This design comes from an exercise in tuning for small area and a short achievable clock period on the open sky130 flow, not from production work. The RTL was checked by simulation tests, not by an equivalence proof against the original design. The flow treats the clock pin as an ideal source, which a real chip does not have.

==> flow/design.v, too long to show whole: its modules and the start of the top module <==
// module mac_top: 1564 lines
module mac_top #(
   parameter int A_WIDTH = 18,
   parameter int B_WIDTH = 18,
   parameter int P_WIDTH = 48
) (
   input  logic                      clk,
   input  logic                      rst_n,
   input  logic signed [A_WIDTH-1:0] data_a,
   input  logic signed [B_WIDTH-1:0] data_b,
   input  mac_pkg::mac_op_e          op,
   input  logic                      activate_mac,
   output logic signed [P_WIDTH-1:0] data_p,
   output logic                      p_valid
);
  // ...
==> flow/flow/run.sh <==
#!/bin/bash
# The standard layout, with these changes in how it is made:
# - Yosys's synth runs without its early ABC pass (-noabc), so the full
#   adders it extracts keep their polarity (no inverters between them);
# - the port buffers are the smallest buffer (buf_1) instead of the
#   default clkdlybuf4s50_1; every port is still buffered;
# - after CTS, flow/pq_clock_delay.tcl puts delay chains in front of the
#   result register's clock (useful skew for the register-to-register
#   multiply-add paths);
# - only the setup repair after global routing, the first that sees that
#   skew, is given a setup margin (flow/grt_margin.tcl).
export SYNTH_ARGS="-noabc"
export BUFFER_PORTS_ARGS="-buffer_cell sky130_fd_sc_hd__buf_1"
export POST_CTS_TCL="$PWD/flow/pq_clock_delay.tcl"
export PQ_DLY_CELLS="sky130_fd_sc_hd__clkdlybuf4s50_1 sky130_fd_sc_hd__clkdlybuf4s50_1 sky130_fd_sc_hd__clkdlybuf4s50_1"
export PQ_SKIP_BITS=8
export PQ_BUF_CELL=sky130_fd_sc_hd__clkbuf_8
export PRE_GLOBAL_ROUTE_TCL="$PWD/flow/grt_margin.tcl"
bash standard.sh > standard.log 2>&1
==> flow/flow/grt_margin.tcl <==
# Pre-global-route hook: the setup repair after global routing aims at
# 5.35 ns of slack. It is the first repair that sees the
# result register's delayed clock, so it is the only one given a margin.
set ::env(SETUP_SLACK_MARGIN) 5.35
==> flow/flow/pq_clock_delay.tcl <==
# Post-CTS hook: the result register p_q gets its clock through a short
# delay chain below each clock-tree leaf that drives it, so its clock
# arrives later than the operand registers'. This is useful skew for the
# operand -> result paths (the long multiply-add paths); the result
# register's own feedback path sees about the same delay at both ends.
# The low bits (below PQ_SKIP_BITS) keep the undelayed clock.
# The later repair steps (global route) see and repair the new timing.
set block [ord::get_db_block]
set db [ord::get_db]
set chain {}
foreach c $::env(PQ_DLY_CELLS) { lappend chain [$db findMaster $c] }
lappend chain [$db findMaster $::env(PQ_BUF_CELL)]
set groups [dict create]
set n 0
foreach inst [$block getInsts] {
  if {[regexp {^p_q\\?\[([0-9]+)} [$inst getName]] && [string match sky130_fd_sc_hd__df* [[$inst getMaster] getName]]} {
    incr n
    regexp {^p_q\\?\[([0-9]+)} [$inst getName] -> bit
    # the low result bits have short paths and ample setup slack: no delay
    if {$bit < $::env(PQ_SKIP_BITS)} { continue }
    set net [[$inst findITerm CLK] getNet]
    dict lappend groups [$net getName] $inst
  }
}
if {$n != 48} { error "pq_clock_delay: expected 48 result flops, found $n" }
set g 0
dict for {netname flops} $groups {
  set net [$block findNet $netname]
  set sx 0; set sy 0
  foreach f $flops {
    set bb [$f getBBox]
    set sx [expr {$sx + [$bb xMin]}]; set sy [expr {$sy + [$bb yMin]}]
  }
  set cx [expr {int($sx / [llength $flops])}]
  set cy [expr {int($sy / [llength $flops])}]
  set prev $net
  set k 0
  foreach m $chain {
    set inst [odb::dbInst_create $block $m "pq_clkdly_${g}_$k"]
    set out [odb::dbNet_create $block "pq_clk_${g}_$k"]
    $out setSigType CLOCK
    [$inst findITerm A] connect $prev
    [$inst findITerm X] connect $out
    $inst setLocation $cx $cy
    $inst setPlacementStatus PLACED
    set prev $out
    incr k
  }
  foreach f $flops {
    set it [$f findITerm CLK]
    $it disconnect
    $it connect $prev
  }
  puts "pq_clock_delay: group $g under $netname: [llength $flops] flops"
  incr g
}
global_connect
detailed_placement
check_placement -verbose
estimate_parasitics -placement
report_clock_skew
==> flow/standard.sh <==
#!/bin/bash
# synth_recipe.tcl (not shown) runs the flow's synth.tcl, then flattens the netlist and writes it again
# the make line also repeats each setting of config.mk as NAME=value (left out here)
make -C /OpenROAD-flow-scripts/flow DESIGN_CONFIG=/design/flow/config.mk WORK_HOME=/design/flow/orfs CLKGATE_MAP_FILE= SYNTH_SCRIPT=/design/flow/synth_recipe.tcl "${@:-finish}"
==> flow/config.mk <==
export PLATFORM = sky130hd
export DESIGN_NAME = mac_top
export DESIGN_NICKNAME = mac_top
export VERILOG_FILES = /design/flow/design.v
export SDC_FILE = /design/flow/constraint.sdc
export NUM_CORES = 4
export LEC_CHECK = 0
export ABC_AREA = 1
export CAP_MARGIN = 20
export CORE_MARGIN = 2
export CORE_UTILIZATION = 40
export CTS_BUF_LIST = sky130_fd_sc_hd__clkbuf_4 sky130_fd_sc_hd__clkbuf_8
export HOLD_SLACK_MARGIN = 0.1
export SLEW_MARGIN = 20
==> flow/constraint.sdc <==
create_clock -name core_clock -period 10.0 [get_ports {clk}]
set_input_delay 2.0000 -clock core_clock [delete_from_list [all_inputs] [get_ports {clk}]]
set_output_delay 2.0000 -clock core_clock [all_outputs]
set_load 0.01 [all_outputs]
==> qor.csv, run 1 <==
metric;value;unit
status;timing/DRC/antenna clean;
synth_top_family_by_area;adder cells;
largest_reg_flops;48;
drc_errors;0;
reg2reg_depth;18;
relSlewSlack;0.296;
hold_violations;0;
fin_util;0.449;
syn_to_final_growth;11.2;%
ios;90;
path_depth;1;
core_area;28500;sq um
crit_end;data_p[28];
synth_flop_cell;dfrtp_1;
grtUsageTotal;0.205;
final-seq-area;2330;sq um
synthMuxAreaShare;0;
async_flop_share;0.804;
die_h;174;microns
wl_per_cell;17.0;microns
skew;1.65;ns
layout.nets;1623;
min_to;p_q[10]$_DFF_PN0_;
clock.fmax;218;MHz
grt_max_degree;57;
final_common_cell;xor2_1;
hold_class;reg2reg;
setup_violations;0;
synth_commonest_cells;xor2_1, nand2_1, fa_1, o22ai_1, inv_1;
syn-mean-instance-area;9.06;sq um
synth_compound_area_frac;0.111;
==> inputs of run 2 (changes only) <==
--- a/flow/design.v
+++ b/flow/design.v
@@ -58,28 +58,27 @@
    end
    always_ff @(posedge clk or negedge rst_n) begin
       if (!rst_n) begin
          act_q <= 1'b0;
          v_q   <= 1'b0;
          pv_q  <= 1'b0;
          one_q <= '0;
          two_q <= '0;
-         neg_q <= '0;
       end else begin
          act_q <= activate_mac;
          v_q   <= req;
          pv_q  <= v_q;
          one_q <= one_d;
          two_q <= two_d;
-         neg_q <= neg_d;
       end
    end
    always_ff @(posedge clk) begin
       a_q   <= data_a;
+      neg_q <= neg_d;
       kp_q  <= kp_d;
    end
    assign pg = p_q & {48{kp_q}};
    logic pp1;
    logic pp2;
    logic pp3;
    logic pp4;
    logic pp5;
@@ -1190,392 +1189,526 @@
    assign c555 = (1'b1 & pg[47]) | (1'b1 & c553) | (pg[47] & c553);
    assign rx = {s554, s552, s550, c547, s546, s544, s542, c539, s538, s536, s534, c531, s530, c527, s526, c519, c513, c507, c499, c491, c481, c471, c459, c447, c433, c419, c403, c387, c369, c351, c333, s330, c299, c283, c269, c255, c243, s240, c221, c211, s210, c195, s194, s188, c179, s178, s174, s172};
    assign ry = {1'b0, 1'b0, 1'b0, s548, 1'b0, 1'b0, 1'b0, s540, 1'b0, 1'b0, 1'b0, s532, 1'b0, s528, 1'b0, s522, s518, s512, s506, s498, s490, s480, s470, s458, s446, s432, s418, s402, s386, s368, s350, s332, s314, s298, s282, s268, s254, s242, s230, s220, 1'b0, s202, 1'b0, 1'b0, s182, 1'b0, 1'b0, 1'b0};
    logic [47:0] g0, p0;
    assign g0 = rx & ry;
    assign p0 = rx ^ ry;
    logic gg1;
    assign gg1 = g0[1] | (p0[1] & g0[0]);
+   logic kp1;
+   assign kp1 = p0[1] & p0[0];
    logic gg2;
-   assign gg2 = g0[2] | (p0[2] & gg1);
+   assign gg2 = g0[3] | (p0[3] & g0[2]);
+   logic kp2;
+   assign kp2 = p0[3] & p0[2];
    logic gg3;
-   assign gg3 = g0[3] | (p0[3] & gg2);
+   assign gg3 = g0[5] | (p0[5] & g0[4]);
+   logic kp3;
+   assign kp3 = p0[5] & p0[4];
    logic gg4;
-   assign gg4 = g0[4] | (p0[4] & gg3);
+   assign gg4 = g0[7] | (p0[7] & g0[6]);
+   logic kp4;
+   assign kp4 = p0[7] & p0[6];
    logic gg5;
-   assign gg5 = g0[6] | (p0[6] & g0[5]);
+   assign gg5 = g0[9] | (p0[9] & g0[8]);
    logic kp5;
-   assign kp5 = p0[6] & p0[5];
+   assign kp5 = p0[9] & p0[8];
    logic gg6;
-   assign gg6 = g0[8] | (p0[8] & g0[7]);
+   assign gg6 = g0[11] | (p0[11] & g0[10]);
    logic kp6;
-   assign kp6 = p0[8] & p0[7];
+   assign kp6 = p0[11] & p0[10];
    logic gg7;
-   assign gg7 = g0[10] | (p0[10] & g0[9]);
+   assign gg7 = g0[13] | (p0[13] & g0[12]);
    logic kp7;
-   assign kp7 = p0[10] & p0[9];
+   assign kp7 = p0[13] & p0[12];
    logic gg8;
-   assign gg8 = g0[12] | (p0[12] & g0[11]);
+   assign gg8 = g0[15] | (p0[15] & g0[14]);
    logic kp8;
-   assign kp8 = p0[12] & p0[11];
+   assign kp8 = p0[15] & p0[14];
    logic gg9;
-   assign gg9 = g0[14] | (p0[14] & g0[13]);
+   assign gg9 = g0[17] | (p0[17] & g0[16]);
    logic kp9;
-   assign kp9 = p0[14] & p0[13];
+   assign kp9 = p0[17] & p0[16];
    logic gg10;
-   assign gg10 = g0[16] | (p0[16] & g0[15]);
+   assign gg10 = g0[19] | (p0[19] & g0[18]);
    logic kp10;
-   assign kp10 = p0[16] & p0[15];
+   assign kp10 = p0[19] & p0[18];
    logic gg11;
-   assign gg11 = g0[18] | (p0[18] & g0[17]);
+   assign gg11 = g0[21] | (p0[21] & g0[20]);
    logic kp11;
-   assign kp11 = p0[18] & p0[17];
+   assign kp11 = p0[21] & p0[20];
    logic gg12;
-   assign gg12 = g0[20] | (p0[20] & g0[19]);
+   assign gg12 = g0[23] | (p0[23] & g0[22]);
    logic kp12;
-   assign kp12 = p0[20] & p0[19];
+   assign kp12 = p0[23] & p0[22];
    logic gg13;
-   assign gg13 = g0[22] | (p0[22] & g0[21]);
+   assign gg13 = g0[25] | (p0[25] & g0[24]);
    logic kp13;
-   assign kp13 = p0[22] & p0[21];
+   assign kp13 = p0[25] & p0[24];
    logic gg14;
-   assign gg14 = g0[24] | (p0[24] & g0[23]);
+   assign gg14 = g0[27] | (p0[27] & g0[26]);
    logic kp14;
-   assign kp14 = p0[24] & p0[23];
+   assign kp14 = p0[27] & p0[26];
    logic gg15;
-   assign gg15 = g0[26] | (p0[26] & g0[25]);
+   assign gg15 = g0[29] | (p0[29] & g0[28]);
    logic kp15;
-   assign kp15 = p0[26] & p0[25];
+   assign kp15 = p0[29] & p0[28];
    logic gg16;
-   assign gg16 = g0[28] | (p0[28] & g0[27]);
+   assign gg16 = g0[31] | (p0[31] & g0[30]);
    logic kp16;
-   assign kp16 = p0[28] & p0[27];
+   assign kp16 = p0[31] & p0[30];
    logic gg17;
-   assign gg17 = g0[30] | (p0[30] & g0[29]);
+   assign gg17 = g0[33] | (p0[33] & g0[32]);
    logic kp17;
-   assign kp17 = p0[30] & p0[29];
+   assign kp17 = p0[33] & p0[32];
    logic gg18;
-   assign gg18 = g0[32] | (p0[32] & g0[31]);
+   assign gg18 = g0[35] | (p0[35] & g0[34]);
    logic kp18;
-   assign kp18 = p0[32] & p0[31];
+   assign kp18 = p0[35] & p0[34];
    logic gg19;
-   assign gg19 = g0[34] | (p0[34] & g0[33]);
+   assign gg19 = g0[37] | (p0[37] & g0[36]);
    logic kp19;
-   assign kp19 = p0[34] & p0[33];
+   assign kp19 = p0[37] & p0[36];
    logic gg20;
-   assign gg20 = g0[36] | (p0[36] & g0[35]);
+   assign gg20 = g0[39] | (p0[39] & g0[38]);
    logic kp20;
-   assign kp20 = p0[36] & p0[35];
+   assign kp20 = p0[39] & p0[38];
    logic gg21;
-   assign gg21 = g0[38] | (p0[38] & g0[37]);
+   assign gg21 = g0[41] | (p0[41] & g0[40]);
    logic kp21;
-   assign kp21 = p0[38] & p0[37];
+   assign kp21 = p0[41] & p0[40];
    logic gg22;
-   assign gg22 = g0[40] | (p0[40] & g0[39]);
+   assign gg22 = g0[43] | (p0[43] & g0[42]);
    logic kp22;
-   assign kp22 = p0[40] & p0[39];
+   assign kp22 = p0[43] & p0[42];
    logic gg23;
-   assign gg23 = g0[42] | (p0[42] & g0[41]);
+   assign gg23 = g0[45] | (p0[45] & g0[44]);
    logic kp23;
-   assign kp23 = p0[42] & p0[41];
+   assign kp23 = p0[45] & p0[44];
    logic gg24;
-   assign gg24 = g0[44] | (p0[44] & g0[43]);
+   assign gg24 = g0[47] | (p0[47] & g0[46]);
    logic kp24;
-   assign kp24 = p0[44] & p0[43];
+   assign kp24 = p0[47] & p0[46];
    logic gg25;
-   assign gg25 = g0[46] | (p0[46] & g0[45]);
+   assign gg25 = g0[2] | (p0[2] & gg1);
    logic kp25;
-   assign kp25 = p0[46] & p0[45];
+   assign kp25 = p0[2] & kp1;
    logic gg26;
-   assign gg26 = g0[5] | (p0[5] & gg4);
+   assign gg26 = gg2 | (kp2 & gg1);
+   logic kp26;
+   assign kp26 = kp2 & kp1;
    logic gg27;
-   assign gg27 = gg5 | (kp5 & gg4);
+   assign gg27 = g0[6] | (p0[6] & gg3);
+   logic kp27;
+   assign kp27 = p0[6] & kp3;
    logic gg28;
-   assign gg28 = g0[9] | (p0[9] & gg6);
+   assign gg28 = gg4 | (kp4 & gg3);
    logic kp28;
-   assign kp28 = p0[9] & kp6;
+   assign kp28 = kp4 & kp3;
    logic gg29;
-   assign gg29 = gg7 | (kp7 & gg6);
+   assign gg29 = g0[10] | (p0[10] & gg5);
    logic kp29;
-   assign kp29 = kp7 & kp6;
+   assign kp29 = p0[10] & kp5;
    logic gg30;
-   assign gg30 = g0[13] | (p0[13] & gg8);
+   assign gg30 = gg6 | (kp6 & gg5);
    logic kp30;
-   assign kp30 = p0[13] & kp8;
+   assign kp30 = kp6 & kp5;
    logic gg31;
-   assign gg31 = gg9 | (kp9 & gg8);
+   assign gg31 = g0[14] | (p0[14] & gg7);
    logic kp31;
-   assign kp31 = kp9 & kp8;
+   assign kp31 = p0[14] & kp7;
    logic gg32;
-   assign gg32 = g0[17] | (p0[17] & gg10);
+   assign gg32 = gg8 | (kp8 & gg7);
    logic kp32;
-   assign kp32 = p0[17] & kp10;
+   assign kp32 = kp8 & kp7;
    logic gg33;
-   assign gg33 = gg11 | (kp11 & gg10);
+   assign gg33 = g0[18] | (p0[18] & gg9);
    logic kp33;
-   assign kp33 = kp11 & kp10;
+   assign kp33 = p0[18] & kp9;
    logic gg34;
-   assign gg34 = g0[21] | (p0[21] & gg12);
+   assign gg34 = gg10 | (kp10 & gg9);
    logic kp34;
-   assign kp34 = p0[21] & kp12;
+   assign kp34 = kp10 & kp9;
    logic gg35;
-   assign gg35 = gg13 | (kp13 & gg12);
+   assign gg35 = g0[22] | (p0[22] & gg11);
    logic kp35;
-   assign kp35 = kp13 & kp12;
+   assign kp35 = p0[22] & kp11;
    logic gg36;
-   assign gg36 = g0[25] | (p0[25] & gg14);
+   assign gg36 = gg12 | (kp12 & gg11);
    logic kp36;
-   assign kp36 = p0[25] & kp14;
+   assign kp36 = kp12 & kp11;
    logic gg37;
-   assign gg37 = gg15 | (kp15 & gg14);
+   assign gg37 = g0[26] | (p0[26] & gg13);
    logic kp37;
-   assign kp37 = kp15 & kp14;
+   assign kp37 = p0[26] & kp13;
    logic gg38;
-   assign gg38 = g0[29] | (p0[29] & gg16);
+   assign gg38 = gg14 | (kp14 & gg13);
    logic kp38;
-   assign kp38 = p0[29] & kp16;
+   assign kp38 = kp14 & kp13;
    logic gg39;
-   assign gg39 = gg17 | (kp17 & gg16);
+   assign gg39 = g0[30] | (p0[30] & gg15);
    logic kp39;
-   assign kp39 = kp17 & kp16;
+   assign kp39 = p0[30] & kp15;
    logic gg40;
-   assign gg40 = g0[33] | (p0[33] & gg18);
+   assign gg40 = gg16 | (kp16 & gg15);
    logic kp40;
-   assign kp40 = p0[33] & kp18;
+   assign kp40 = kp16 & kp15;
    logic gg41;
-   assign gg41 = gg19 | (kp19 & gg18);
+   assign gg41 = g0[34] | (p0[34] & gg17);
    logic kp41;
-   assign kp41 = kp19 & kp18;
+   assign kp41 = p0[34] & kp17;
    logic gg42;
-   assign gg42 = g0[37] | (p0[37] & gg20);
+   assign gg42 = gg18 | (kp18 & gg17);
    logic kp42;
-   assign kp42 = p0[37] & kp20;
+   assign kp42 = kp18 & kp17;
    logic gg43;
-   assign gg43 = gg21 | (kp21 & gg20);
+   assign gg43 = g0[38] | (p0[38] & gg19);
    logic kp43;
-   assign kp43 = kp21 & kp20;
+   assign kp43 = p0[38] & kp19;
    logic gg44;
-   assign gg44 = g0[41] | (p0[41] & gg22);
+   assign gg44 = gg20 | (kp20 & gg19);
    logic kp44;
-   assign kp44 = p0[41] & kp22;
+   assign kp44 = kp20 & kp19;
    logic gg45;
-   assign gg45 = gg23 | (kp23 & gg22);
+   assign gg45 = g0[42] | (p0[42] & gg21);
    logic kp45;
-   assign kp45 = kp23 & kp22;
+   assign kp45 = p0[42] & kp21;
    logic gg46;
-   assign gg46 = g0[45] | (p0[45] & gg24);
+   assign gg46 = gg22 | (kp22 & gg21);
    logic kp46;
-   assign kp46 = p0[45] & kp24;
+   assign kp46 = kp22 & kp21;
    logic gg47;
-   assign gg47 = gg25 | (kp25 & gg24);
+   assign gg47 = g0[46] | (p0[46] & gg23);
    logic kp47;
-   assign kp47 = kp25 & kp24;
+   assign kp47 = p0[46] & kp23;
    logic gg48;
-   assign gg48 = g0[7] | (p0[7] & gg27);
+   assign gg48 = gg24 | (kp24 & gg23);
+   logic kp48;
+   assign kp48 = kp24 & kp23;
    logic gg49;
-   assign gg49 = gg6 | (kp6 & gg27);
+   assign gg49 = g0[4] | (p0[4] & gg26);
+   logic kp49;
+   assign kp49 = p0[4] & kp26;
    logic gg50;
-   assign gg50 = gg28 | (kp28 & gg27);
+   assign gg50 = gg3 | (kp3 & gg26);
+   logic kp50;
+   assign kp50 = kp3 & kp26;
    logic gg51;
-   assign gg51 = gg29 | (kp29 & gg27);
+   assign gg51 = gg27 | (kp27 & gg26);
+   logic kp51;
+   assign kp51 = kp27 & kp26;
    logic gg52;
-   assign gg52 = g0[15] | (p0[15] & gg31);
+   assign gg52 = gg28 | (kp28 & gg26);
    logic kp52;
-   assign kp52 = p0[15] & kp31;
+   assign kp52 = kp28 & kp26;
    logic gg53;
-   assign gg53 = gg10 | (kp10 & gg31);
+   assign gg53 = g0[12] | (p0[12] & gg30);
    logic kp53;
-   assign kp53 = kp10 & kp31;
+   assign kp53 = p0[12] & kp30;
    logic gg54;
-   assign gg54 = gg32 | (kp32 & gg31);
+   assign gg54 = gg7 | (kp7 & gg30);
    logic kp54;
-   assign kp54 = kp32 & kp31;
+   assign kp54 = kp7 & kp30;
    logic gg55;
-   assign gg55 = gg33 | (kp33 & gg31);
+   assign gg55 = gg31 | (kp31 & gg30);
    logic kp55;
-   assign kp55 = kp33 & kp31;
+   assign kp55 = kp31 & kp30;
    logic gg56;
-   assign gg56 = g0[23] | (p0[23] & gg35);
+   assign gg56 = gg32 | (kp32 & gg30);
    logic kp56;
-   assign kp56 = p0[23] & kp35;
+   assign kp56 = kp32 & kp30;
    logic gg57;
-   assign gg57 = gg14 | (kp14 & gg35);
+   assign gg57 = g0[20] | (p0[20] & gg34);
    logic kp57;
-   assign kp57 = kp14 & kp35;
+   assign kp57 = p0[20] & kp34;
    logic gg58;
-   assign gg58 = gg36 | (kp36 & gg35);
+   assign gg58 = gg11 | (kp11 & gg34);
    logic kp58;
-   assign kp58 = kp36 & kp35;
+   assign kp58 = kp11 & kp34;
    logic gg59;
-   assign gg59 = gg37 | (kp37 & gg35);
+   assign gg59 = gg35 | (kp35 & gg34);
    logic kp59;
-   assign kp59 = kp37 & kp35;
+   assign kp59 = kp35 & kp34;
    logic gg60;
-   assign gg60 = g0[31] | (p0[31] & gg39);
+   assign gg60 = gg36 | (kp36 & gg34);
    logic kp60;
-   assign kp60 = p0[31] & kp39;
+   assign kp60 = kp36 & kp34;
    logic gg61;
-   assign gg61 = gg18 | (kp18 & gg39);
+   assign gg61 = g0[28] | (p0[28] & gg38);
    logic kp61;
-   assign kp61 = kp18 & kp39;
+   assign kp61 = p0[28] & kp38;
    logic gg62;
-   assign gg62 = gg40 | (kp40 & gg39);
+   assign gg62 = gg15 | (kp15 & gg38);
    logic kp62;
-   assign kp62 = kp40 & kp39;
+   assign kp62 = kp15 & kp38;
    logic gg63;
-   assign gg63 = gg41 | (kp41 & gg39);
+   assign gg63 = gg39 | (kp39 & gg38);
    logic kp63;
-   assign kp63 = kp41 & kp39;
+   assign kp63 = kp39 & kp38;
    logic gg64;
-   assign gg64 = g0[39] | (p0[39] & gg43);
+   assign gg64 = gg40 | (kp40 & gg38);
    logic kp64;
-   assign kp64 = p0[39] & kp43;
+   assign kp64 = kp40 & kp38;
    logic gg65;
-   assign gg65 = gg22 | (kp22 & gg43);
+   assign gg65 = g0[36] | (p0[36] & gg42);
    logic kp65;
-   assign kp65 = kp22 & kp43;
+   assign kp65 = p0[36] & kp42;
    logic gg66;
-   assign gg66 = gg44 | (kp44 & gg43);
+   assign gg66 = gg19 | (kp19 & gg42);
    logic kp66;
-   assign kp66 = kp44 & kp43;
+   assign kp66 = kp19 & kp42;
    logic gg67;
-   assign gg67 = gg45 | (kp45 & gg43);
+   assign gg67 = gg43 | (kp43 & gg42);
    logic kp67;
-   assign kp67 = kp45 & kp43;
+   assign kp67 = kp43 & kp42;
    logic gg68;
-   assign gg68 = g0[47] | (p0[47] & gg47);
+   assign gg68 = gg44 | (kp44 & gg42);
    logic kp68;
-   assign kp68 = p0[47] & kp47;
+   assign kp68 = kp44 & kp42;
    logic gg69;
-   assign gg69 = g0[11] | (p0[11] & gg51);
+   assign gg69 = g0[44] | (p0[44] & gg46);
+   logic kp69;
+   assign kp69 = p0[44] & kp46;
    logic gg70;
-   assign gg70 = gg8 | (kp8 & gg51);
+   assign gg70 = gg23 | (kp23 & gg46);
+   logic kp70;
+   assign kp70 = kp23 & kp46;
    logic gg71;
-   assign gg71 = gg30 | (kp30 & gg51);
+   assign gg71 = gg47 | (kp47 & gg46);
+   logic kp71;
+   assign kp71 = kp47 & kp46;
    logic gg72;
-   assign gg72 = gg31 | (kp31 & gg51);
+   assign gg72 = gg48 | (kp48 & gg46);
+   logic kp72;
+   assign kp72 = kp48 & kp46;
    logic gg73;
-   assign gg73 = gg52 | (kp52 & gg51);
+   assign gg73 = g0[8] | (p0[8] & gg52);
+   logic kp73;
+   assign kp73 = p0[8] & kp52;
    logic gg74;
-   assign gg74 = gg53 | (kp53 & gg51);
+   assign gg74 = gg5 | (kp5 & gg52);
+   logic kp74;
+   assign kp74 = kp5 & kp52;
    logic gg75;
-   assign gg75 = gg54 | (kp54 & gg51);
+   assign gg75 = gg29 | (kp29 & gg52);
+   logic kp75;
+   assign kp75 = kp29 & kp52;
    logic gg76;
-   assign gg76 = gg55 | (kp55 & gg51);
+   assign gg76 = gg30 | (kp30 & gg52);
+   logic kp76;
+   assign kp76 = kp30 & kp52;
    logic gg77;
-   assign gg77 = g0[27] | (p0[27] & gg59);
+   assign gg77 = gg53 | (kp53 & gg52);
    logic kp77;
-   assign kp77 = p0[27] & kp59;
+   assign kp77 = kp53 & kp52;
    logic gg78;
-   assign gg78 = gg16 | (kp16 & gg59);
+   assign gg78 = gg54 | (kp54 & gg52);
    logic kp78;
-   assign kp78 = kp16 & kp59;
+   assign kp78 = kp54 & kp52;
    logic gg79;
-   assign gg79 = gg38 | (kp38 & gg59);
+   assign gg79 = gg55 | (kp55 & gg52);
    logic kp79;
-   assign kp79 = kp38 & kp59;
+   assign kp79 = kp55 & kp52;
    logic gg80;
-   assign gg80 = gg39 | (kp39 & gg59);
+   assign gg80 = gg56 | (kp56 & gg52);
    logic kp80;
-   assign kp80 = kp39 & kp59;
+   assign kp80 = kp56 & kp52;
    logic gg81;
-   assign gg81 = gg60 | (kp60 & gg59);
+   assign gg81 = g0[24] | (p0[24] & gg60);
    logic kp81;
-   assign kp81 = kp60 & kp59;
+   assign kp81 = p0[24] & kp60;
    logic gg82;
-   assign gg82 = gg61 | (kp61 & gg59);
+   assign gg82 = gg13 | (kp13 & gg60);
    logic kp82;
-   assign kp82 = kp61 & kp59;
+   assign kp82 = kp13 & kp60;
    logic gg83;
-   assign gg83 = gg62 | (kp62 & gg59);
+   assign gg83 = gg37 | (kp37 & gg60);
    logic kp83;
-   assign kp83 = kp62 & kp59;
+   assign kp83 = kp37 & kp60;
    logic gg84;
-   assign gg84 = gg63 | (kp63 & gg59);
+   assign gg84 = gg38 | (kp38 & gg60);
    logic kp84;
-   assign kp84 = kp63 & kp59;
+   assign kp84 = kp38 & kp60;
    logic gg85;
-   assign gg85 = g0[43] | (p0[43] & gg67);
+   assign gg85 = gg61 | (kp61 & gg60);
    logic kp85;
-   assign kp85 = p0[43] & kp67;
+   assign kp85 = kp61 & kp60;
    logic gg86;
-   assign gg86 = gg24 | (kp24 & gg67);
+   assign gg86 = gg62 | (kp62 & gg60);
    logic kp86;
-   assign kp86 = kp24 & kp67;
+   assign kp86 = kp62 & kp60;
    logic gg87;
-   assign gg87 = gg46 | (kp46 & gg67);
+   assign gg87 = gg63 | (kp63 & gg60);
    logic kp87;
-   assign kp87 = kp46 & kp67;
+   assign kp87 = kp63 & kp60;
    logic gg88;
-   assign gg88 = gg47 | (kp47 & gg67);
+   assign gg88 = gg64 | (kp64 & gg60);
    logic kp88;
-   assign kp88 = kp47 & kp67;
+   assign kp88 = kp64 & kp60;
    logic gg89;
-   assign gg89 = gg68 | (kp68 & gg67);
+   assign gg89 = g0[40] | (p0[40] & gg68);
    logic kp89;
-   assign kp89 = kp68 & kp67;
+   assign kp89 = p0[40] & kp68;
    logic gg90;
-   assign gg90 = g0[19] | (p0[19] & gg76);
+   assign gg90 = gg21 | (kp21 & gg68);
+   logic kp90;
+   assign kp90 = kp21 & kp68;
    logic gg91;
-   assign gg91 = gg12 | (kp12 & gg76);
+   assign gg91 = gg45 | (kp45 & gg68);
+   logic kp91;
+   assign kp91 = kp45 & kp68;
    logic gg92;
-   assign gg92 = gg34 | (kp34 & gg76);
+   assign gg92 = gg46 | (kp46 & gg68);
+   logic kp92;
+   assign kp92 = kp46 & kp68;
    logic gg93;
-   assign gg93 = gg35 | (kp35 & gg76);
+   assign gg93 = gg69 | (kp69 & gg68);
+   logic kp93;
+   assign kp93 = kp69 & kp68;
    logic gg94;
-   assign gg94 = gg56 | (kp56 & gg76);
+   assign gg94 = gg70 | (kp70 & gg68);
+   logic kp94;
+   assign kp94 = kp70 & kp68;
    logic gg95;
-   assign gg95 = gg57 | (kp57 & gg76);
+   assign gg95 = gg71 | (kp71 & gg68);
+   logic kp95;
+   assign kp95 = kp71 & kp68;
    logic gg96;
-   assign gg96 = gg58 | (kp58 & gg76);
+   assign gg96 = gg72 | (kp72 & gg68);
+   logic kp96;
+   assign kp96 = kp72 & kp68;
    logic gg97;
-   assign gg97 = gg59 | (kp59 & gg76);
+   assign gg97 = g0[16] | (p0[16] & gg80);
+   logic kp97;
+   assign kp97 = p0[16] & kp80;
    logic gg98;
-   assign gg98 = gg77 | (kp77 & gg76);
+   assign gg98 = gg9 | (kp9 & gg80);
+   logic kp98;
+   assign kp98 = kp9 & kp80;
    logic gg99;
-   assign gg99 = gg78 | (kp78 & gg76);
+   assign gg99 = gg33 | (kp33 & gg80);
+   logic kp99;
+   assign kp99 = kp33 & kp80;
    logic gg100;
-   assign gg100 = gg79 | (kp79 & gg76);
+   assign gg100 = gg34 | (kp34 & gg80);
+   logic kp100;
+   assign kp100 = kp34 & kp80;
    logic gg101;
-   assign gg101 = gg80 | (kp80 & gg76);
+   assign gg101 = gg57 | (kp57 & gg80);
+   logic kp101;
+   assign kp101 = kp57 & kp80;
    logic gg102;
-   assign gg102 = gg81 | (kp81 & gg76);
+   assign gg102 = gg58 | (kp58 & gg80);
+   logic kp102;
+   assign kp102 = kp58 & kp80;
    logic gg103;
-   assign gg103 = gg82 | (kp82 & gg76);
+   assign gg103 = gg59 | (kp59 & gg80);
+   logic kp103;
+   assign kp103 = kp59 & kp80;
    logic gg104;
-   assign gg104 = gg83 | (kp83 & gg76);
+   assign gg104 = gg60 | (kp60 & gg80);
+   logic kp104;
+   assign kp104 = kp60 & kp80;
    logic gg105;
-   assign gg105 = gg84 | (kp84 & gg76);
+   assign gg105 = gg81 | (kp81 & gg80);
+   logic kp105;
+   assign kp105 = kp81 & kp80;
    logic gg106;
-   assign gg106 = g0[35] | (p0[35] & gg105);
+   assign gg106 = gg82 | (kp82 & gg80);
+   logic kp106;
+   assign kp106 = kp82 & kp80;
    logic gg107;
-   assign gg107 = gg20 | (kp20 & gg105);
+   assign gg107 = gg83 | (kp83 & gg80);
+   logic kp107;
+   assign kp107 = kp83 & kp80;
    logic gg108;
-   assign gg108 = gg42 | (kp42 & gg105);
+   assign gg108 = gg84 | (kp84 & gg80);
+   logic kp108;
+   assign kp108 = kp84 & kp80;
    logic gg109;
-   assign gg109 = gg43 | (kp43 & gg105);
+   assign gg109 = gg85 | (kp85 & gg80);
+   logic kp109;
+   assign kp109 = kp85 & kp80;
    logic gg110;
-   assign gg110 = gg64 | (kp64 & gg105);
+   assign gg110 = gg86 | (kp86 & gg80);
+   logic kp110;
+   assign kp110 = kp86 & kp80;
    logic gg111;
-   assign gg111 = gg65 | (kp65 & gg105);
+   assign gg111 = gg87 | (kp87 & gg80);
+   logic kp111;
+   assign kp111 = kp87 & kp80;
    logic gg112;
-   assign gg112 = gg66 | (kp66 & gg105);
+   assign gg112 = gg88 | (kp88 & gg80);
+   logic kp112;
+   assign kp112 = kp88 & kp80;
    logic gg113;
-   assign gg113 = gg67 | (kp67 & gg105);
+   assign gg113 = g0[32] | (p0[32] & gg112);
+   logic kp113;
+   assign kp113 = p0[32] & kp112;
    logic gg114;
-   assign gg114 = gg85 | (kp85 & gg105);
+   assign gg114 = gg17 | (kp17 & gg112);
+   logic kp114;
+   assign kp114 = kp17 & kp112;
    logic gg115;
-   assign gg115 = gg86 | (kp86 & gg105);
+   assign gg115 = gg41 | (kp41 & gg112);
+   logic kp115;
+   assign kp115 = kp41 & kp112;
    logic gg116;
-   assign gg116 = gg87 | (kp87 & gg105);
+   assign gg116 = gg42 | (kp42 & gg112);
+   logic kp116;
+   assign kp116 = kp42 & kp112;
    logic gg117;
-   assign gg117 = gg88 | (kp88 & gg105);
+   assign gg117 = gg65 | (kp65 & gg112);
+   logic kp117;
+   assign kp117 = kp65 & kp112;
    logic gg118;
-   assign gg118 = gg89 | (kp89 & gg105);
-   assign p_next = p0 ^ {gg117, gg116, gg115, gg114, gg113, gg112, gg111, gg110, gg109, gg108, gg107, gg106, gg105, gg104, gg103, gg102, gg101, gg100, gg99, gg98, gg97, gg96, gg95, gg94, gg93, gg92, gg91, gg90, gg76, gg75, gg74, gg73, gg72, gg71, gg70, gg69, gg51, gg50, gg49, gg48, gg27, gg26, gg4, gg3, gg2, gg1, g0[0], 1'b0};
+   assign gg118 = gg66 | (kp66 & gg112);
+   logic kp118;
+   assign kp118 = kp66 & kp112;
+   logic gg119;
+   assign gg119 = gg67 | (kp67 & gg112);
+   logic kp119;
+   assign kp119 = kp67 & kp112;
+   logic gg120;
+   assign gg120 = gg68 | (kp68 & gg112);
+   logic kp120;
+   assign kp120 = kp68 & kp112;
+   logic gg121;
+   assign gg121 = gg89 | (kp89 & gg112);
+   logic kp121;
+   assign kp121 = kp89 & kp112;
+   logic gg122;
+   assign gg122 = gg90 | (kp90 & gg112);
+   logic kp122;
+   assign kp122 = kp90 & kp112;
+   logic gg123;
+   assign gg123 = gg91 | (kp91 & gg112);
+   logic kp123;
+   assign kp123 = kp91 & kp112;
+   logic gg124;
+   assign gg124 = gg92 | (kp92 & gg112);
+   logic kp124;
+   assign kp124 = kp92 & kp112;
+   logic gg125;
+   assign gg125 = gg93 | (kp93 & gg112);
+   logic kp125;
+   assign kp125 = kp93 & kp112;
+   logic gg126;
+   assign gg126 = gg94 | (kp94 & gg112);
+   logic kp126;
+   assign kp126 = kp94 & kp112;
+   logic gg127;
+   assign gg127 = gg95 | (kp95 & gg112);
+   logic kp127;
+   assign kp127 = kp95 & kp112;
+   logic gg128;
+   assign gg128 = gg96 | (kp96 & gg112);
+   logic kp128;
+   assign kp128 = kp96 & kp112;
+   assign p_next = p0 ^ {gg127, gg126, gg125, gg124, gg123, gg122, gg121, gg120, gg119, gg118, gg117, gg116, gg115, gg114, gg113, gg112, gg111, gg110, gg109, gg108, gg107, gg106, gg105, gg104, gg103, gg102, gg101, gg100, gg99, gg98, gg97, gg80, gg79, gg78, gg77, gg76, gg75, gg74, gg73, gg52, gg51, gg50, gg49, gg26, gg25, gg1, g0[0], 1'b0};
    always_ff @(posedge clk or negedge rst_n) begin
       if (!rst_n) p_q <= '0;
       else        p_q <= p_next;
    end
    assign data_p  = p_q;
    assign p_valid = pv_q;
 endmodule
==> qor.csv, run 2 <==
metric;value;unit;change
status;timing/DRC/antenna clean;;
wl_per_cell;16.8;microns;-1.1%
vias_per_cell;5.17;;
netlist_instances;1288;;
cp-start-kind;register;;
yosys_warnings;1;;
syn_to_final_growth;11.4;%;
cts_tree;done;;
tightest_slew;0.989;ns;
cap_violations;0;;
rows;62;;
dieArea;30300;sq um;
setup_violations;0;;unchanged
hold_violations;0;;unchanged
clock.fmax;220;MHz;+0.97%
drtIter0Drc;579;;
path_cells;clkbuf_2;;
largest_reg_flops;48;;unchanged
syn-mean-instance-area;9.00;sq um;-0.74%
synthesis.area;11600;sq um;
vias;9145;;
place_congestion;0.899;;
worstSkewPairLatency;2.03;ns;
critPathTopFamily;flip-flops;;
layout_setup_ws;5.46;ns;
period_share;0.454;;
grt_max_degree;70;;+23%
critPathRequiredTime;8.00;ns;
layout_common_cells;xor2_1, nand2_1, o22ai_1;;
worstPathMaxFanout;2;;
yosysTopAreaCell;fa_1;;
cts.sinks;97;;
yosysSeqAreaShare;0.197;;
synth_commonest_cells;xor2_1, nand2_1, fa_1, o22ai_1, inv_1;;
n_antenna_cell;0;;
regMostFlops;p_q;;
post_dp_cell_area;12200;sq um;
reg_top3;p_q (48), a_q (18);;
ios;90;;unchanged
endpoint_kind;output pin;;
cp.arrival;2.54;ns;
ant_nets;0;;
async_flop_share;0.711;;-0.0928
synth_edf_count;0;;
die_w;174;microns;
stdcell_area;12900;sq um;
drt-total-wl;29700;microns;
yosysUniqueCellTypes;40;;
layout.nets;1646;;+1.4%
overflow;0;;
final_cells;1768;;
pre_cts_ws;3.88;ns;
final_common_cell;xor2_1;;
ys_ff_latch;97;;
synth_flop_cell;dfrtp_1;;
initial_utilization;0.405;;
grtUsageTotal;0.201;;-0.00379
setup_tns;0;ns;
fin_util;0.451;;+0.00242
drive_gt1_frac;0.0506;;
final-seq-area;2290;sq um;-1.9%
r2r_slack;5.54;ns;
hold_class;reg2reg;;
clkSlewWorstSetupHoldPaths;0.07;ns;
fin_crit;4.54;ns;
yosysMostFrequentCell;xor2_1;;
grt_pass1_wl;48900;microns;
crit_type;reg2out;;
drc_errors;0;;unchanged
fillers;2817;;
grt_setup_unrepaired;false;;
port_buffers;89;;
grt_pass1_vias;9506;;
synth_top_area_frac;0.266;;
crit_slowest_cell;dfrtp_1;;
relSlewSlack;0.340;;+0.0439
drv_slew;0;;
dp_hpwl;22000;microns;
cpPeakStageDelay;0.38;ns;
place_inst;1705;;
first_pass_iters;6;;
ys_top_cells_by_area;fa_1, dfrtp_1, xor2_1, o22ai_1, ha_1;;
synth_nets;1555;;
fin_hold_ws;0.0664;ns;
skew;1.66;ns;+0.0119 ns
die_h;174;microns;+0.40%
multiInputGateArea;8370;sq um;
antenna_found_initial;1;;
crit_buf_inv;1;;
core_area;28600;sq um;+0.55%
-- run 2: final cells by class, clock buffers not listed --
type | instances | share of cell area
Clock inverter | 6 | 0.00504
Multi-Input combinational cell | 939 | 0.648
Inverter | 191 | 0.0555
Timing Repair Buffer | 117 | 0.0463
Buffer | 24 | 0.0203
Tap cell | 384 | 0.0372
Sequential cell | 97 | 0.177
-- run 2: logic make-up (layout without fill, tap and decap cells) --
| group | after synthesis | count (layout) | share of synthesized area |
|---|---|---|---|
| fa+ha+maj | 226 | 226 | 0.344 |
| xor+xnor | 200 | 200 | 0.151 |
| simple gates | 294 | 294 | 0.105 |
| buf+inv | 252 | 348 | 0.0844 |
| flops | 97 | 97 | 0.197 |
| compound gates | 219 | 219 | 0.119 |
-- run 2: final timing paths --
| check | start | to | depth (start not counted) |
|---|---|---|---|
| max | p_q[33]$_DFF_PN0_ | data_p[33] | 1 |
| min reg2reg | two_q[6]$_DFF_PN0_ | p_q[32]$_DFF_PN0_ | 7 |
| min | two_q[6]$_DFF_PN0_ | p_q[32]$_DFF_PN0_ | 7 |
| max in group asynchronous | rst_n | one_q[8]$_DFF_PN0_ | 2 |
| min in group asynchronous | rst_n | p_q[19]$_DFF_PN0_ | 2 |
| max reg2reg | p_q[15]$_DFF_PN0_ | p_q[33]$_DFF_PN0_ | 18 |
-- run 2: layer usage --
layer,global-route usage,up-vias,part of all wire
li1,-,4333,-
met1,0.259,4492,0.43
met2,0.346,258,0.50
met3,0.0407,60,0.055
met4,0.0508,2,0.022
met5,0,-,0.00044
==> inputs of run 3 (changes only) <==
--- a/flow/config.mk
+++ b/flow/config.mk
@@ -11,4 +11,4 @@
 export CORE_UTILIZATION = 40
 export CTS_BUF_LIST = sky130_fd_sc_hd__clkbuf_4 sky130_fd_sc_hd__clkbuf_8
-export HOLD_SLACK_MARGIN = 0.1
+export HOLD_SLACK_MARGIN = 0.05
 export SLEW_MARGIN = 20
==> qor.csv, run 3 <==
metric;value;unit;change
status;complete, but fails checks;;
check-failures;negative hold slack;;
synth_xor_area_frac;0.151;;unchanged
ys_ff_latch;97;;unchanged
dp_hpwl;22000;microns;unchanged
synth_fa_ha_area_frac;0.344;;unchanged
critPathTopFamily;flip-flops;;
grt_max_degree;70;;unchanged
largest_reg_flops;48;;unchanged
regMostFlops;p_q;;
synthesis.area;11600;sq um;unchanged
cts.sinks;97;;unchanged
worstPathMaxFanout;2;;unchanged
critPathRequiredTime;8.00;ns;about the same
first_pass_iters;8;;+2
r2r_slack;5.55;ns;about the same
layout.nets;1642;;-0.24%
period_share;0.455;;+0.000593
setup_violations;0;;unchanged
synthSimpleGateAreaFrac;0.105;;unchanged
layout_setup_ws;5.45;ns;-0.00593 ns
cp-start-kind;register;;
cap_violations;0;;unchanged
layout_common_cells;xor2_1, nand2_1, o22ai_1;;
grtUsageTotal;0.201;;unchanged
die_w;174;microns;unchanged
setup_tns;0;ns;unchanged
grt_pass1_wl;48900;microns;unchanged
crit_buf_inv;1;;unchanged
crit_slowest_cell;dfrtp_1;;
final-seq-area;2290;sq um;unchanged
cp.arrival;2.55;ns;about the same
drtIter0Drc;633;;+9.3%
yosysUniqueCellTypes;40;;unchanged
die_h;174;microns;unchanged
synth_top_area_frac;0.266;;unchanged
n_antenna_cell;0;;unchanged
fin_crit;4.55;ns;+0.00593 ns
relSlewSlack;0.336;;-0.00370
reg_top3;p_q (48), a_q (18);;
synth_commonest_cells;xor2_1, nand2_1, fa_1, o22ai_1, inv_1;;
initial_utilization;0.405;;unchanged
endpoint_kind;output pin;;
ys_top_cells_by_area;fa_1, dfrtp_1, xor2_1, o22ai_1, ha_1;;
yosysTopAreaCell;fa_1;;
rows;62;;unchanged
synth_flop_cell;dfrtp_1;;
crit_type;reg2out;;
grt_setup_unrepaired;false;;
synthMuxAreaShare;0;;unchanged
yosys_warnings;1;;unchanged
grt_pass1_vias;9506;;unchanged
place_congestion;0.899;;unchanged
overflow;0;;unchanged
clkSlewWorstSetupHoldPaths;0.11;ns;+0.04 ns
hold_violations;2;;+2
async_flop_share;0.711;;unchanged
cts_tree;done;;
yosysSeqAreaShare;0.197;;unchanged
synth_top_family_by_area;adder cells;;
path_cells;clkbuf_2;;
antenna_found_initial;1;;unchanged
worstSkewPairLatency;2.03;ns;about the same
drc_errors;0;;unchanged
synth_compound_area_frac;0.119;;unchanged
stdcell_area;12900;sq um;-0.31%
drt-total-wl;29700;microns;-0.27%
syn_to_final_growth;11.1;%;
drv_slew;0;;unchanged
tightest_slew;0.995;ns;+0.00555 ns
fillers;2813;;-0.14%
netlist_instances;1288;;unchanged
fin_hold_ws;-0.0428;ns;-0.109 ns
yosysMostFrequentCell;xor2_1;;
vias_per_cell;5.18;;+0.22%
ant_nets;0;;unchanged
post_dp_cell_area;12200;sq um;unchanged
synth_nets;1555;;unchanged
drive_gt1_frac;0.0507;;+0.000147
vias;9144;;-0.011%
pre_cts_ws;3.88;ns;unchanged
synth_edf_count;0;;unchanged
hold_class;reg2reg;;
dieArea;30300;sq um;unchanged
core_area;28600;sq um;unchanged
skew;1.66;ns;+0.00366 ns
syn-mean-instance-area;9.00;sq um;unchanged
clock.fmax;220;MHz;-0.13%
wl_per_cell;16.8;microns;about the same
ios;90;;unchanged
cpPeakStageDelay;0.38;ns;about the same
multiInputGateArea;8370;sq um;unchanged
final_common_cell;xor2_1;;
port_buffers;89;;unchanged
run 3: path summary, 6_finish.rpt:
kind / start / endpoint / cells past startpoint
setup / recovery: p_q[33]$_DFF_PN0_ / data_p[33] / 1
hold / removal: one_q[5]$_DFF_PN0_ / p_q[10]$_DFF_PN0_ / 6
setup reg to reg: p_q[15]$_DFF_PN0_ / p_q[33]$_DFF_PN0_ / 18
hold reg to reg: one_q[5]$_DFF_PN0_ / p_q[10]$_DFF_PN0_ / 6
max in group asynchronous: rst_n / one_q[8]$_DFF_PN0_ / 2
min in group asynchronous: rst_n / p_q[19]$_DFF_PN0_ / 2
run 3: final cells by class, clock buffers not listed:
cell class,instances,area share
well taps,384,0.0373
plain buffers,24,0.0204
repair buffers,113,0.0433
clock inverters,6,0.00505
inverters,191,0.0557
flip-flops and latches,97,0.178
multi-input cells,939,0.650
run 3: cell families (layout without fill, tap and decap cells):
group           after synthesis  count (layout)
flops                        97              97
simple gates                294             294
xor+xnor                    200             200
compound gates              219             219
buf+inv                     252             344
fa+ha+maj                   226             226
run 3: routing by layer:
metal | track usage | wire, microns | vias up
met5 | 0 | 13 | -
met4 | 0.0508 | 670 | 2
met3 | 0.0407 | 1780 | 49
met2 | 0.346 | 14700 | 276
met1 | 0.259 | 12500 | 4488
li1 | - | - | 4329
run 3: per-stage QoR:
| stage | hold WS (ns) | util | cells |
|---|---|---|---|
| global placement | 0.337 | 0.426 | 1705 |
| finish | -0.0428 | 0.450 | 1764 |
| floorplan | 0.331 | - | 1288 |
| global route | 0.0504 | 0.450 | 1764 |
| detailed placement | 0.351 | 0.426 | 1705 |
run 3: worst reg2reg max path, delay by kind of cell (launching register included):
kind                     cells  cell delay [ns]
adder cells (fa/ha/maj)      7             2.91
AND/OR/NAND/NOR              7             0.61
flip-flops                   1             0.39
AO/OA/AOI/OAI                1             0.23
XOR/XNOR                     1             0.15
buffers and inverters        2             0.09

-- static timing again, ports no longer ideal --
The results above use ideal ports. As a check the final layouts listed here were re-extracted and re-timed, cells and wires unchanged.
Step 1: set_driving_cell puts a clkbuf_16 on clk and a buf_2 on each other input, an assumption about the parent block.
Step 2, shift: input delay + t, output delay - t, t = (earliest + latest rising clock arrival at the registers) / 2. This alone moves slack from input paths to output paths.
Slacks: no drivers / after step 1 / after step 2; pairs: no drivers / after step 1.
run | t (ns) | setup WS [ns] | hold slack, ns | worst setup path after step 2 | clock arrival spread, ns | slew at the worst register clock pin (ns) | worst data-port slew with drivers (ns)
run 1 | 1.245 | 5.411 / 5.362 / 5.586 | 0.060 / 0.060 / 0.060 | register to register | 1.649 / 1.650 | 0.11 / 0.11 | 0.05
run 2 | 1.241 | 5.455 / 5.410 / 5.538 | 0.066 / 0.066 / 0.066 | register to register | 1.662 / 1.661 | 0.11 / 0.11 | 0.07
run 3 | 1.244 | 5.449 / 5.405 / 5.546 | -0.043 / -0.043 / -0.043 | register to register | 1.664 / 1.665 | 0.11 / 0.11 | 0.07
Clock arrivals are far apart in every run listed, so t is only a midpoint there and step 2 fits no single register.
